This is an optimization exercise on Yosys and OpenROAD, whose aim is small area, a short achievable clock period and few clock cycles, not a production implementation.
No functional check of the RTL was part of any run shown here.
Power figures rest on the tool's default switching activity, not on a simulated workload.

[config.mk]
export PLATFORM = sky130hd
export DESIGN_NAME = mesh_top
export DESIGN_NICKNAME = mesh_top
export VERILOG_FILES = /design/flow/design.v
export SDC_FILE = /design/flow/constraint.sdc
export NUM_CORES = 4
export LEC_CHECK = 0
export CAP_MARGIN = 20
export CORE_MARGIN = 2
export CORE_UTILIZATION = 50
export SETUP_SLACK_MARGIN = 2.2
export SLEW_MARGIN = 20
export TNS_END_PERCENT = 0
[constraint.sdc]
create_clock -name core_clock -period 3.8 [get_ports {clock}]
set_input_delay 0.7600 -clock core_clock [delete_from_list [all_inputs] [get_ports {clock}]]
set_output_delay 0.7600 -clock core_clock [all_outputs]
set_load 0.01 [all_outputs]
[design.v]
module mesh_top (
    input  logic        clock,
    input  logic        reset,
    input  logic        block_all_paths,
    input  logic [3:0]  req_valid,
    input  logic [71:0] req,
    output logic [3:0]  req_ready,
    output logic [3:0]  recv_valid,
    output logic [3:0]  recv_last,
    output logic [7:0]  recv_src,
    output logic [31:0] recv_data
);
    logic [3:0]      s_vld;
    logic [3:0]      s_last;
    logic [3:0][1:0] s_src;
    logic [3:0][7:0] s_data;
    logic [3:0][7:0] s_left;
    logic [3:0][3:0] take;
    logic [3:0]      ready;    
    logic [3:0]      one;
    logic [3:0][3:0] want;     
    logic [3:0][3:0] grant;    
    logic [3:0]      load;
    logic [3:0]      free_next;
    function automatic [1:0] rank(input int s, input int d);
        case ((s - d) & 3)
            1:       rank = 2'd0;
            3:       rank = 2'd1;
            default: rank = 2'd2;
        endcase
    endfunction
    always_comb
    begin
        for (int s = 0; s < 4; s++)
        begin
            for (int d = 0; d < 4; d++)
            begin
                want[s][d] = (s != d) && req_valid[s] && !ready[s]
                             && req[18*s+16 +: 2] == d;
            end
        end
        for (int d = 0; d < 4; d++)
        begin
            load[d] = take[0][d] || take[1][d] || take[2][d] || take[3][d];
            free_next[d] = !load[d] && (!s_vld[d] || s_last[d] || s_left[d] == 8'd2);
        end
        for (int s = 0; s < 4; s++)
        begin
            for (int d = 0; d < 4; d++)
            begin
                grant[s][d] = want[s][d] && free_next[d] && !block_all_paths;
                for (int o = 0; o < 4; o++)
                begin
                    if (rank(o, d) < rank(s, d) && want[o][d])
                        grant[s][d] = 1'b0;
                end
            end
        end
    end
    always_ff @(posedge clock)
    begin
        for (int s = 0; s < 4; s++)
        begin
            ready[s] <= !reset && |grant[s];
            one[s]   <= req[18*s+8 +: 8] == 8'd1;
            for (int d = 0; d < 4; d++)
            begin
                if (s == d || reset)
                    take[s][d] <= 1'b0;
                else
                    take[s][d] <= grant[s][d];
            end
        end
    end
    always_ff @(posedge clock)
    begin
        for (int d = 0; d < 4; d++)
        begin
            logic       lv;
            logic       l1;
            logic [1:0] ls;
            logic [7:0] ll;
            logic [7:0] lf;
            lv = 1'b0;
            l1 = 1'b0;
            ls = 2'd0;
            ll = 8'd0;
            lf = 8'd0;
            for (int s = 0; s < 4; s++)
            begin
                if (take[s][d])
                begin
                    lv |= req_valid[s];
                    l1 |= one[s];
                    ls |= s[1:0];
                    ll |= req[18*s+8 +: 8];
                    lf |= req[18*s +: 8];
                end
            end
            if (reset)
            begin
                s_vld[d]  <= 1'b0;
                s_last[d] <= 1'b0;
            end
            else if (load[d])
            begin
                s_vld[d]  <= lv;
                s_last[d] <= lv && l1;
            end
            else if (s_last[d])
            begin
                s_vld[d]  <= 1'b0;
                s_last[d] <= 1'b0;
            end
            else if (s_vld[d])
            begin
                s_last[d] <= s_left[d] == 8'd2;
            end
            if (load[d])
            begin
                s_src[d]  <= ls;
                s_data[d] <= lf;
                s_left[d] <= ll;
            end
            else
            begin
                s_data[d] <= s_data[d] + 8'd1;
                s_left[d] <= s_left[d] - 8'd1;
            end
        end
    end
    assign req_ready  = ready;
    assign recv_valid = s_vld;
    assign recv_last  = s_last;
    for (genvar d = 0; d < 4; d++)
    begin : g_out
        assign recv_src[2*d +: 2]  = s_src[d];
        assign recv_data[8*d +: 8] = s_data[d];
    end
endmodule
[flow/run.sh]
#!/bin/bash
# Standard layout with two changes: every port is buffered by a plain buf_1
# (buffer_ports otherwise picks a slow clkdlybuf4s50_1), and clock tree
# synthesis adds no dummy load cells.
set -euo pipefail
bash standard.sh \
    "BUFFER_PORTS_ARGS=-buffer_cell sky130_fd_sc_hd__buf_1" \
    "CTS_ARGS=-sink_clustering_enable -repair_clock_nets -dont_use_dummy_load -buf_list sky130_fd_sc_hd__clkbuf_8" \
    finish > standard_flow.log 2>&1
[standard.sh]
#!/bin/bash
# synth_recipe.tcl (not shown) runs the flow's synth.tcl, then flattens the netlist and writes it again
# the make line also repeats each setting of config.mk as NAME=value (left out here)
make -C /OpenROAD-flow-scripts/flow DESIGN_CONFIG=/design/flow/config.mk WORK_HOME=/design/flow/orfs CLKGATE_MAP_FILE= SYNTH_SCRIPT=/design/flow/synth_recipe.tcl "${@:-finish}"
==> results.cfg, run 1 <==
[status]
status = finished clean

[yosys]
synth-edff-count = 8
synth_area_um2 = 4970
async_flop_share = 0
synth_top_area_frac = 0.371
ys_seq_elements = 100
avgSynthCellArea_um2 = 9.41
yosysTopAreaCell = dfxtp_1
ys_types = 49
ys_top_cells_by_area = dfxtp_1 (37%), a222oi_1 (15%), xor2_1 (5.6%)
yosysWarnings = 1
synthFlopType = dfxtp_1
synthCells = 528
yosysSeqAreaShare = 0.419
synthesis.nets = 619

[floorplanning]
ioPinCount = 131
die-area_um2 = 10800
dieHeight_um = 104
die_x_um = 104
num_rows = 36
start_util = 0.511
core_um2 = 9730

[clock_network]
cts_hold_buf = 0
cts.clk_slew.worst_paths_ps = 90
max-clock-path-buffers = 2
clk_latency_ps = 360
numCtsBuffers = 9
cts_tree = built
htree_levels = 3
clkSinkCount = 100
clockRootBuffer = clkbuf_8

[worst_setup_path]
rr_endpoint = ready[1]
ff2ff_setup_slack_ps = 1910
critPathArrivalTime_ps = 2190
reg2reg_depth = 5
reg2reg_from = s_left[20]
crit_type = reg2reg
start_kind = register
path_max_fanout = 3
required_ps = 4090
cp-end-kind = register

[place]
dpl.cell_count = 757
dpl.hpwl_um = 11600
numPortBuffers = 130
place_congestion = 1.05

[pwr]
p_seq_frac = 0.508
intPower_mw = 2.18
power.share.combinational = 0.341
peakVddDrop_mv = 0.373
power.switching_mw = 1.32
switching_share = 0.377
clockPowerShare = 0.151
powerDensity_nw_per_um2 = 614
p_leak_nw = 2.02

[worst_hold_path]
holdPathStages = 1
holdPathEnd = s_left[16]
hold_class = reg2reg
min_from = s_left[16]

[finish]
drive_gt1_frac = 0.0694
layout.cells.non_filler = 767
fillers = 948
area_delta_synth_final_pct = 14.6
diodes = 0
fin_nets = 727

[grt]
grt_overflow_total = 0
grt_use_total = 0.280
antenna_found_initial = 0
grt_pass1_vias = 4308
grt_first_pass_wirelength_um = 23800
grt_max_degree = 30

[sta]
final.setup_skew_ps = 27.4
setup_viol = 0
slew_viol_final = 0
hold_ws_ps = 466
min_period_ps = 1890
max_freq_mhz = 528
maxSlewHeadroom = 0.513
finalSetupTns_ps = 0
worst_slew_pin_slew_ps = 729
period_share = 0.498
hold_viol_final = 0
rsz0062_at_grt = yes

[routing]
wl_um = 15400
firstDrtPassIters = 13
vias = 4788
first_iter_violations = 915
wl_per_cell_um = 20.0
vias_per_cell = 6.24
drc = 0
postRouteAntennaNets = 0

[run]
maxCapViolations = 0
sequential cells by signal (all words and copies together), names as in the netlist:
register / cells
one: 4
ready: 4
s_data: 32
s_last: 4
s_left: 32
s_src: 8
s_vld: 4
take: 12
final cells by class:
| type | count | area (um2) | share of cell area |
|---|---|---|---|
| Tap cell | 133 | 166 | 0.0292 |
| Timing Repair Buffer | 132 | 508 | 0.0892 |
| Clock buffer | 9 | 124 | 0.0218 |
| Sequential cell | 100 | 2110 | 0.370 |
| Multi-Input combinational cell | 377 | 2720 | 0.478 |
| Inverter | 16 | 65.1 | 0.0114 |
per-stage QoR:
step                      power [mW]  area, um2  setup WS [ps]   util
after global routing            3.79       5690           1850  0.585
final                           3.50       5690           1910  0.585
after floorplan                 2.59       4980           1900      -
after global placement          2.94       5500           1490  0.565
after CTS                       3.52       5680           1920  0.584
after detailed placement        2.98       5500           1430  0.565
synthesized netlist by cell type (all sizes together) (2+ instances only):
master   n
o22a     3
nor2    62
a211o    2
nor2b    3
nor4    12
mux2i   13
and2     2
a222oi  72
dfxtp   92
or3      8
nand2   15
or3b     3
nand2b   4
clkbuf  31
a31oi    2
nor4b    3
nand3b   2
and4b    4
xnor2   14
or2      6
edfxtp   8
nor3     7
nor3b    2
nand3   21
and3     6
o21ai   18
inv     15
buf      5
xor2    32
a21oi   39
ha      12
how the worst max path moves through the flow:
stage / from / endpoint / slack (ps)
CTS: s_left[20] / ready[1] / 1920
detailed placement: take[8] / ready[2] / 1430
floorplan: req[71] / ready[2] / 1900
global placement: take[8] / ready[2] / 1490
global route: take[9] / ready[2] / 1850
finish: s_left[20] / ready[1] / 1910
cells by family after synthesis:
kind of cell             after synthesis  synth area share
XOR/XNOR                              46            0.0811
flip-flops                           100             0.419
multiplexers                          13            0.0262
buffers and inverters                 52            0.0428
AO/OA/AOI/OAI                        140             0.223
AND/OR/NAND/NOR                      165             0.177
adder cells (fa/ha/maj)               12            0.0302
layout by cell type, fill, tap and decap left out, types with 2 or more instances in the layout:
| cell type | n |
|---|---|
| dfxtp_4 | 5 |
| nor2b_1 | 3 |
| and2_1 | 2 |
| buf_1 | 129 |
| a31oi_1 | 2 |
| or2_2 | 6 |
| a21oi_1 | 39 |
| o22a_1 | 3 |
| dfxtp_2 | 5 |
| inv_1 | 15 |
| and4b_1 | 4 |
| xnor2_1 | 14 |
| xor2_1 | 32 |
| ha_1 | 12 |
| nor4b_1 | 2 |
| a222oi_1 | 72 |
| mux2i_1 | 13 |
| nand2b_1 | 4 |
| clkbuf_8 | 9 |
| or3_1 | 6 |
| nor4_1 | 10 |
| a211o_1 | 2 |
| nor2_1 | 61 |
| nand3b_1 | 2 |
| nand2_1 | 15 |
| o21ai_0 | 17 |
| or3_4 | 2 |
| and3_1 | 6 |
| dfxtp_1 | 82 |
| nor3_1 | 6 |
| nand3_1 | 21 |
| edfxtp_1 | 8 |
worst max-delay path: stages (launching register included):
cell,delay [ps]
dfxtp_1,330
or4_4,580
o41ai_4,270
nand4_1,210
or3_4,390
o211ai_2,70
layer usage:
metal	wire length, um	GRT usage	vias to the layer above
li1	-	-	2250
met1	6670	0.405	2254
met2	6900	0.426	260
met3	1510	0.0459	24
met4	286	0.0946	0
met5	0	0	-
power by group through the flow:
stage          Clock [mW]  Combinational, mW  Sequential, mW
2_1_floorplan           0              0.776            1.81
3_3_place_gp            0               1.16            1.78
3_5_place_dp            0               1.18            1.80
4_1_cts             0.544               1.20            1.78
5_1_grt             0.594               1.37            1.83
6_report            0.528               1.19            1.78
timing repair:
| item | 4_1_cts | 5_1_grt |
|---|---|---|
| setup endpoints to repair | 141 | 104 |
| cloned | 1 | 0 |
| buffers inserted | 0 | 0 |
| pin swaps | 3 | 0 |
| resized for setup | 21 | 4 |
==> inputs of run 2 (changes only) <==
--- a/design.v
+++ b/design.v
@@ -13,4 +13,5 @@
     logic [3:0]      s_vld;
     logic [3:0]      s_last;
+    logic [3:0]      s_pen;    
     logic [3:0][1:0] s_src;
     logic [3:0][7:0] s_data;
@@ -43,5 +44,5 @@
         begin
             load[d] = take[0][d] || take[1][d] || take[2][d] || take[3][d];
-            free_next[d] = !load[d] && (!s_vld[d] || s_last[d] || s_left[d] == 8'd2);
+            free_next[d] = !load[d] && (!s_vld[d] || s_last[d] || s_pen[d]);
         end
         for (int s = 0; s < 4; s++)
@@ -102,4 +103,5 @@
                 s_vld[d]  <= 1'b0;
                 s_last[d] <= 1'b0;
+                s_pen[d]  <= 1'b0;
             end
             else if (load[d])
@@ -107,4 +109,5 @@
                 s_vld[d]  <= lv;
                 s_last[d] <= lv && l1;
+                s_pen[d]  <= lv && ll == 8'd2;
             end
             else if (s_last[d])
@@ -112,8 +115,10 @@
                 s_vld[d]  <= 1'b0;
                 s_last[d] <= 1'b0;
+                s_pen[d]  <= 1'b0;
             end
             else if (s_vld[d])
             begin
-                s_last[d] <= s_left[d] == 8'd2;
+                s_last[d] <= s_pen[d];
+                s_pen[d]  <= s_left[d] == 8'd3;
             end
             if (load[d])
==> run 2 against run 1 <==
  * Still clean on timing, DRC and antenna
  * Cell area grew 11%
  * Worst setup slack better by 71 ps
  * Critical path depth rose by 1
  * Via count is 11% higher
  * Non-clock buffer count grew 40
  * Largest power group unchanged
  * Highest routed layer unchanged
==> results.cfg, run 2 <==
[status]
status = finished clean

[clock_network]
htree_levels = 3
clkSinkCount = 104
cts.clk_slew.worst_paths_ps = 80
clockRootBuffer = clkbuf_8
numCtsBuffers = 9
clk_latency_ps = 370
cts_tree = built
max-clock-path-buffers = 2

[grt]
grt_overflow_total = 0
grt_pass1_vias = 4816
grt_first_pass_wirelength_um = 26300
grt_max_degree = 27
antenna_found_initial = 0
grt_use_total = 0.300

[floorplanning]
dieHeight_um = 105
die_x_um = 105
num_rows = 37
start_util = 0.507
die-area_um2 = 11100
core_um2 = 10100
ioPinCount = 131

[worst_setup_path]
cp_slowest_cell = or4_4
required_ps = 4060
critPathArrivalTime_ps = 2080
crit_type = in2reg
cp-end-kind = register
worstPathCellList = buf_1 -> a222oi_1 -> buf_4 -> nand4b_1 -> or4_4 -> o41ai_2
start_kind = input pin
path_max_fanout = 4
path_buf_inv = 2
critPathMaxStageDelay_ps = 450
cp_top_family = simple AND/OR/NAND/NOR gates

[place]
dpl.cell_count = 776
dp_slack_ps = 1440
placed_cell_area_um2 = 5670
numPortBuffers = 130
dpl.hpwl_um = 12500
place_congestion = 0.993

[yosys]
synth-edff-count = 8
synthCells = 543
avgSynthCellArea_um2 = 9.47
synth_area_um2 = 5140
synthesis.nets = 634
yosysSeqAreaShare = 0.420
ys_seq_elements = 104
async_flop_share = 0
ys_types = 47
yosysMostFrequentCell = dfxtp_1
synth_top_area_frac = 0.374
ys_top_cells_by_area = dfxtp_1 (37%), a222oi_1 (14%), xor2_1 (5.6%)
yosysTopAreaCell = dfxtp_1
synthFlopType = dfxtp_1
synth_commonest_cells = dfxtp_1 (96), a222oi_1 (72), nor2_1 (41)
yosysWarnings = 1

[finish]
multi_input_area_um2 = 2830
diodes = 0
fillers = 899
design_area_um2 = 6340
final_common_cell = buf_1
layout.cells.non_filler = 825
fin_nets = 782
area_delta_synth_final_pct = 23.4
mostFrequentLayoutCells = buf_1 (108), dfxtp_1 (86), a222oi_1 (72)
drive_gt1_frac = 0.155
seq_area_um2 = 2190
postLayoutCoreUtil = 0.626
top_regs = s_data (32), s_left (32), take (12)

[sta]
hold_viol_final = 0
worst_slew_pin_slew_ps = 666
finalSetupTns_ps = 0
period_share = 0.480
final.setup_skew_ps = 32.4
setup_viol = 0
slew_viol_final = 0
maxSlewHeadroom = 0.556
fin_ws_ps = 1980
rsz0062_at_grt = yes
min_period_ps = 1820
max_freq_mhz = 549

[routing]
firstDrtPassIters = 13
vias = 5338
vias_per_cell = 6.47
drc = 0
wl_um = 17300
wl_per_cell_um = 21.0
first_iter_violations = 1185
postRouteAntennaNets = 0

[pwr]
p_leak_nw = 2.34
peakVddDrop_mv = 0.336
powerDensity_nw_per_um2 = 552

[worst_hold_path]
hold_class = reg2reg

[run]
maxCapViolations = 0
-- run 2: cell types whose count changed in the layout (fill, tap and decap cells not counted), moves of 5 or more --
cell,before,now
nor2_1,61,40
nor4_1,10,5
nand3_1,21,27
a21oi_1,39,23
buf_1,129,108
buf_4,1,40
buf_6,1,13
o21ai_0,17,39
-- run 2: repair_timing --
action | CTS | global route
gates resized for setup | 67 | 23
pin swaps | 25 | 14
buffers inserted | 30 | 8
hold buffers | 0 | 0
endpoints found under the setup margin | 148 | 91
cloned | 2 | 0
-- run 2: per-layer routing --
layer  part of all wire  global-route usage  up-vias
met3               0.10              0.0606       53
met2               0.45               0.455      333
met4              0.025              0.0886        0
li1                   -                   -     2427
met1               0.42               0.431     2525
met5                  0                   0        -
-- run 2: cells by family (layout without fill, tap and decap cells) --
kind of cell               count (synthesis)  after routing  share of synthesized area
AOI/OAI and AO/OA                        152            152                      0.230
xor gates and xnor gates                  44             44                     0.0749
adders and majority gates                 12             12                     0.0292
buffers and inverters                     57            202                     0.0455
DFF                                      104            104                      0.420
muxes                                     11             11                     0.0214
and+or+nand+nor                          163            164                      0.179
-- run 2: final timing paths --
path	endpoint	slack, ps	cells after the start	start
max	s_pen[2]	1980	6	req[26]
min	s_data[16]	490	1	s_data[16]
max reg2reg	s_pen[2]	2010	4	take[2]
min reg2reg	s_data[16]	490	1	s_data[16]
-- run 2: final cells by class --
| class | count | share of cell area |
|---|---|---|
| Multi-Input combinational cell | 383 | 0.446 |
| Sequential cell | 104 | 0.345 |
| Timing Repair Buffer | 172 | 0.149 |
| Tap cell | 136 | 0.0268 |
| Clock buffer | 9 | 0.0195 |
| Inverter | 20 | 0.0124 |
| Timing Repair inverter | 1 | 0.00118 |
-- run 2: worst register-to-register path, stage by stage, from the launching register on --
cell,delay (ps)
dfxtp_2,470
a222oi_1,500
nand4_1,150
or4_4,510
o41ai_2,60
-- run 2: power by group --
| group | switching, mW | internal (mW) |
|---|---|---|
| Combinational | 0.632 | 0.536 |
| Sequential | 0.337 | 1.46 |
| Clock | 0.326 | 0.214 |
| Total | 1.30 | 2.21 |
-- run 2: stage by stage --
stage               hold WS (ps)  power, mW
floorplan                    403       2.55
global placement             465       2.91
detailed placement           475       2.94
CTS                          498       3.50
global route                 533       3.77
finish                       492       3.51
==> inputs of run 3 (changes only) <==
--- a/config.mk
+++ b/config.mk
@@ -8,5 +8,5 @@
 export CAP_MARGIN = 20
 export CORE_MARGIN = 2
-export CORE_UTILIZATION = 50
+export CORE_UTILIZATION = 40
 export SETUP_SLACK_MARGIN = 2.2
 export SLEW_MARGIN = 20
==> run 3 against run 2 <==
  * Cell area hardly changed
  * Register-to-register slack worse by 50 ps
  * Sequential power about the same
  * Still clean
  * Largest cell class unchanged
==> results.cfg, run 3 <==
[finish]
drive_gt1_frac = 0.165
fin_nets = 791
mostFrequentLayoutCells = buf_1 (114), dfxtp_1 (80), a222oi_1 (72)
fillers = 1205
layout.cells.non_filler = 870
diodes = 0
top_regs = s_data (32), s_left (32), take (12)
area_delta_synth_final_pct = 23.4
final_common_cell = buf_1

[sta]
finalSetupTns_ps = 0
min_period_ps = 1880
rsz0062_at_grt = yes
setup_viol = 0
maxSlewHeadroom = 0.605
fin_ws_ps = 1920
slew_viol_final = 0
worst_slew_pin_slew_ps = 593
hold_viol_final = 0
final.setup_skew_ps = 17.1
period_share = 0.494
max_freq_mhz = 533

[clock_network]
numCtsBuffers = 9
cts_tree = built
htree_levels = 3
clkSinkCount = 104
clockRootBuffer = clkbuf_8
cts_hold_buf = 0
max-clock-path-buffers = 2
cts.clk_slew.worst_paths_ps = 80
clk_latency_ps = 380

[routing]
wl_um = 18000
first_iter_violations = 1215
postRouteAntennaNets = 0
drc = 0
vias_per_cell = 6.18
vias = 5379
firstDrtPassIters = 12
wl_per_cell_um = 20.7

[worst_setup_path]
critPathMaxStageDelay_ps = 550
path_buf_inv = 1
cp_slowest_cell = or4_4
path_max_fanout = 4
worstPathCellList = buf_1 -> a222oi_1 -> nand4b_1 -> or4_4 -> o41ai_2
critPathArrivalTime_ps = 2160
crit_type = in2reg
ff2ff_setup_slack_ps = 1960
cp_top_family = simple AND/OR/NAND/NOR gates
start_kind = input pin
cp-end-kind = register
required_ps = 4090

[yosys]
yosysWarnings = 1
synth-edff-count = 8
synth_commonest_cells = dfxtp_1 (96), a222oi_1 (72), nor2_1 (41)
avgSynthCellArea_um2 = 9.47
yosysTopAreaCell = dfxtp_1
synth_area_um2 = 5140
ys_seq_elements = 104
yosysSeqAreaShare = 0.420
async_flop_share = 0
synthesis.nets = 634
synth_top_area_frac = 0.374
ys_top_cells_by_area = dfxtp_1 (37%), a222oi_1 (14%), xor2_1 (5.6%)
yosysMostFrequentCell = dfxtp_1
ys_types = 47
synthFlopType = dfxtp_1
synthCells = 543

[floorplanning]
ioPinCount = 131
die-area_um2 = 13800
start_util = 0.409
core_um2 = 12600
num_rows = 41
dieHeight_um = 117
die_x_um = 117

[grt]
grt_first_pass_wirelength_um = 27600
grt_pass1_vias = 4964
grt_overflow_total = 0
antenna_found_initial = 0
grt_use_total = 0.253
grt_max_degree = 27

[place]
dp_slack_ps = 1380
numPortBuffers = 130
dpl.hpwl_um = 13000
dpl.cell_count = 812
place_congestion = 1.03

[worst_hold_path]
hold_class = reg2reg

[pwr]
p_leak_nw = 2.32
powerDensity_nw_per_um2 = 554
peakVddDrop_mv = 0.243

[run]
maxCapViolations = 0

[status]
status = finished clean
## run 3: changes by cell type in the layout (fill, tap and decap cells not counted), sizes merged
cell / previous run / this run
clkbuf: 12 / 11
buf: 169 / 179
## run 3: cell families (layout without fill, tap and decap cells)
group                    Yosys count  count (layout)  share of synthesized area
AO/OA/AOI/OAI                    152             152                      0.230
XOR/XNOR                          44              44                     0.0749
adder cells (fa/ha/maj)           12              12                     0.0292
buffers and inverters             57             211                     0.0455
flip-flops                       104             104                      0.420
multiplexers                      11              11                     0.0214
AND/OR/NAND/NOR                  163             164                      0.179
## run 3: layout make-up
type	count	area [um2]	share of cell area
inverters	20	78.8	0.0124
clock buffers	9	124	0.0195
flip-flops and latches	104	2200	0.346
repair buffers	181	912	0.144
well taps	172	215	0.0339
repair inverters	1	7.51	0.00118
multi-input cells	383	2810	0.443
## run 3: path summary, 6_finish.rpt
check | start | to | cells after the start
worst max-delay path | req[69] | s_pen[1] | 5
worst min-delay path | s_data[24] | s_data[24] | 1
worst max register to register | take[1] | s_pen[1] | 4
worst min register to register | s_data[24] | s_data[24] | 1
## run 3: repair_timing
action	in CTS	in global routing
gates resized for setup	43	20
setup endpoints to repair	149	93
pin swaps	21	22
setup buffers	35	12
gates cloned	2	0
## run 3: through the flow
step           hold WS (ps)   util  power, mW  cell area, um2
2_1_floorplan           403      -       2.55            5140
3_3_place_gp            462  0.455       2.91            5720
3_5_place_dp            474  0.455       2.94            5720
4_1_cts                 492  0.494       3.53            6210
5_1_grt                 542  0.505       3.81            6350
6_report                485  0.505       3.52            6350
## run 3: power breakdown
part           switching [mW]  internal [mW]  leakage (nW)
Combinational           0.627          0.528          1.39
Clock                   0.340          0.213        0.0647
Sequential              0.343           1.47         0.868
Total                    1.31           2.21          2.32
## run 3: per-layer routing
| layer | track usage | vias up | routed length, um |
|---|---|---|---|
| met3 | 0.0579 | 43 | 1620 |
| met1 | 0.347 | 2558 | 7740 |
| met5 | 0 | - | 0 |
| met2 | 0.397 | 333 | 8150 |
| met4 | 0.0768 | 0 | 490 |
| li1 | - | 2445 | - |
==> inputs of run 4 (changes only) <==
--- a/design.v
+++ b/design.v
@@ -20,4 +20,5 @@
     logic [3:0]      ready;    
     logic [3:0]      one;
+    logic [3:0]      two;      
     logic [3:0][3:0] want;     
     logic [3:0][3:0] grant;    
@@ -65,4 +66,5 @@
             ready[s] <= !reset && |grant[s];
             one[s]   <= req[18*s+8 +: 8] == 8'd1;
+            two[s]   <= req[18*s+8 +: 8] == 8'd2;
             for (int d = 0; d < 4; d++)
             begin
@@ -80,4 +82,5 @@
             logic       lv;
             logic       l1;
+            logic       l2;
             logic [1:0] ls;
             logic [7:0] ll;
@@ -85,4 +88,5 @@
             lv = 1'b0;
             l1 = 1'b0;
+            l2 = 1'b0;
             ls = 2'd0;
             ll = 8'd0;
@@ -94,4 +98,5 @@
                     lv |= req_valid[s];
                     l1 |= one[s];
+                    l2 |= two[s];
                     ls |= s[1:0];
                     ll |= req[18*s+8 +: 8];
@@ -109,5 +114,5 @@
                 s_vld[d]  <= lv;
                 s_last[d] <= lv && l1;
-                s_pen[d]  <= lv && ll == 8'd2;
+                s_pen[d]  <= lv && l2;
             end
             else if (s_last[d])
==> run 4 against run 3 <==
  * Sequential power up 3%
  * Largest cell class unchanged
  * Register-to-register slack better by 170 ps
  * Die area up 4.5%
==> results.cfg, run 4 <==
[pwr]
power_mw = 3.64
powerDensity_nw_per_um2 = 580
peakVddDrop_mv = 0.311
p_leak_nw = 2.24

[yosys]
ys_top_cells_by_area = dfxtp_1 (37%), a222oi_1 (13%), xor2_1 (5.7%)
synth_area_um2 = 5380
synth_top_area_frac = 0.372
synthesis.nets = 662
synthFlopType = dfxtp_1
async_flop_share = 0
yosysSeqAreaShare = 0.417
yosysTopAreaCell = dfxtp_1
synth-edff-count = 8
ys_seq_elements = 108
synth_commonest_cells = dfxtp_1 (100), a222oi_1 (70), nor2_1 (54)
avgSynthCellArea_um2 = 9.43
ys_types = 52
yosysWarnings = 1
synthCells = 571
yosysMostFrequentCell = dfxtp_1

[worst_hold_path]
holdPathStages = 2
min_from = s_vld[3]
holdPathEnd = s_vld[3]
hold_class = reg2reg

[sta]
fin_ws_ps = 2060
hold_viol_final = 0
min_period_ps = 1740
setup_viol = 0
max_freq_mhz = 575
finalSetupTns_ps = 0
hold_ws_ps = 489
rsz0062_at_grt = yes
final.setup_skew_ps = 20.7
maxSlewHeadroom = 0.575
slew_viol_final = 0
period_share = 0.457
worst_slew_pin_slew_ps = 635

[floorplanning]
core_um2 = 13200
die-area_um2 = 14400
num_rows = 42
start_util = 0.408
die_x_um = 120
dieHeight_um = 120
ioPinCount = 131

[clock_network]
clockRootBuffer = clkbuf_8
cts_tree = built
clk_latency_ps = 390
htree_levels = 3
numCtsBuffers = 9
cts.clk_slew.worst_paths_ps = 100
max-clock-path-buffers = 2
clkSinkCount = 108

[finish]
fillers = 1295
mostFrequentLayoutCells = buf_1 (125), dfxtp_1 (81), a222oi_1 (70)
diodes = 0
final_common_cell = buf_1
design_area_um2 = 6270
fin_nets = 781
area_delta_synth_final_pct = 16.5
drive_gt1_frac = 0.0974
top_regs = s_data (32), s_left (32), take (12)

[routing]
drc = 0
firstDrtPassIters = 12
first_iter_violations = 1111
wl_per_cell_um = 21.1
vias_per_cell = 6.15
postRouteAntennaNets = 0
wl_um = 18200
vias = 5315

[run]
maxCapViolations = 0

[worst_setup_path]
crit_type = in2reg
reg2reg_depth = 7
path_buf_inv = 1
cp_top_family = simple AND/OR/NAND/NOR gates
path_max_fanout = 14
rr_endpoint = ready[0]
reg2reg_from = take[13]
worstPathCellList = buf_2 -> or2_1 -> nor2_1 -> and3_1 -> or3_1
critPathMaxStageDelay_ps = 360
start_kind = input pin
ff2ff_setup_slack_ps = 2130
required_ps = 4080
cp_slowest_cell = or3_1
critPathArrivalTime_ps = 2020
cp-end-kind = register

[grt]
gr-usage-met1 = 0.336
met3_usage = 0.0632
grt_overflow_total = 0
gr-usage-met2 = 0.390
grt_first_pass_wirelength_um = 27400
grt_use_total = 0.247
busiest_layer = met2
grt_pass1_vias = 4849
antenna_found_initial = 1
grt_max_degree = 27

[place]
dpl.hpwl_um = 13800
place_congestion = 0.986
placed_cell_area_um2 = 6010
dp_slack_ps = 1370
numPortBuffers = 130

[status]
status = finished clean
-- run 4: cell count changes after synthesis, sizes merged, moves of 5 or more --
cell | before | now
buf | 12 | 3
clkbuf | 25 | 30
nand2 | 13 | 24
nor4 | 6 | 14
nor3b | 2 | 10
a31oi | 1 | 7
nand3 | 27 | 20
o21ai | 39 | 30
nor2 | 41 | 57
mux2i | 11 | 20
-- run 4: cell type report --
cell class / instances / area (um2) / area share
clock buffer: 9 / 124 / 0.0197
inverter: 20 / 90.1 / 0.0144
multi-input combinational: 410 / 2980 / 0.475
sequential: 108 / 2280 / 0.364
tap: 176 / 220 / 0.0351
timing repair buffer: 141 / 577 / 0.0920
-- run 4: kinds of logic (layout without fill, tap and decap cells) --
kind of cell,count (synthesis),in the layout,share of synthesized area
AOI/OAI and AO/OA,148,148,0.213
DFF,108,108,0.417
buffers and inverters,53,170,0.0377
adders and majority gates,12,12,0.0279
and+or+nand+nor,184,184,0.192
muxes,20,20,0.0372
xor gates and xnor gates,46,46,0.0748
-- run 4: layer usage --
metal  vias up  wire (um)
li1       2440          -
met1      2552       7600
met2       289       8530
met3        34       1730
met4         0        369
met5         -          0
-- run 4: metrics by stage --
| step | util | cells |
|---|---|---|
| 2_1_floorplan | - | 571 |
| 3_3_place_gp | 0.456 | 849 |
| 3_5_place_dp | 0.456 | 849 |
| 4_1_cts | 0.470 | 860 |
| 5_1_grt | 0.476 | 864 |
| 6_report | 0.476 | 864 |
-- run 4: worst min-delay path: stages (launching register included) --
cell and delay [ps]:
dfxtp_2 350, nand2_1 60, a21oi_1 50
-- run 4: how the worst max path moves through the flow --
stage | start | to | depth (start not counted)
global route | s_data[26] | recv_data[26] | 1
CTS | s_src[1] | recv_src[1] | 1
global placement | take[12] | s_last[0] | 6
detailed placement | take[8] | s_last[0] | 6
finish | reset | ready[1] | 5
floorplan | req_valid[3] | ready[0] | 4
-- run 4: where the power goes --
group | total [mW] | leakage (nW) | internal (mW) | switching, mW
clock | 0.565 | 0.0647 | 0.214 | 0.352
combinational | 1.21 | 1.27 | 0.543 | 0.669
sequential | 1.86 | 0.911 | 1.51 | 0.351
-- run 4: repair_timing --
| action | 4_1_cts | 5_1_grt |
|---|---|---|
| resized for setup | 26 | 15 |
| pin swaps | 2 | 3 |
| endpoints found under the setup margin | 129 | 87 |
| buffers inserted | 2 | 4 |
| hold buffers | 0 | 0 |

[afterwards: timing with drivers on the ports]
The flow's constraints put no driver on any port. The routed layouts listed below were extracted and timed again, unchanged, in two steps.
Step 1 sets driving cells, clkbuf_16 on the clock port and buf_2 on the other inputs (assumed; they add their load-dependent delay and slew).
Step 2 times the ports against the registers' clock, not the clock port: input delays grow and output delays shrink by t, the midpoint of the rising clock arrivals with the driver on.
a / b / c = ideal ports / drivers / drivers and shift; a / b = the first two.
| run | t, ns | slack for setup (ns) | worst register clock-pin slew, ns | worst slew at a driven data input, ns |
|---|---|---|---|---|
| run 1 | 0.382 | 1.907 / 1.907 / 1.617 | 0.09 / 0.09 | 0.06 |
| run 2 | 0.383 | 1.978 / 1.980 / 1.598 | 0.11 / 0.11 | 0.06 |
| run 3 | 0.410 | 1.924 / 1.935 / 1.524 | 0.09 / 0.09 | 0.05 |
| run 4 | 0.411 | 2.062 / 2.033 / 1.668 | 0.10 / 0.10 | 0.07 |
After both steps every run listed still meets setup and hold. For run 3, which loses most, drivers alone change the setup slack by +0.011 ns; drivers and shift together by -0.400 ns.
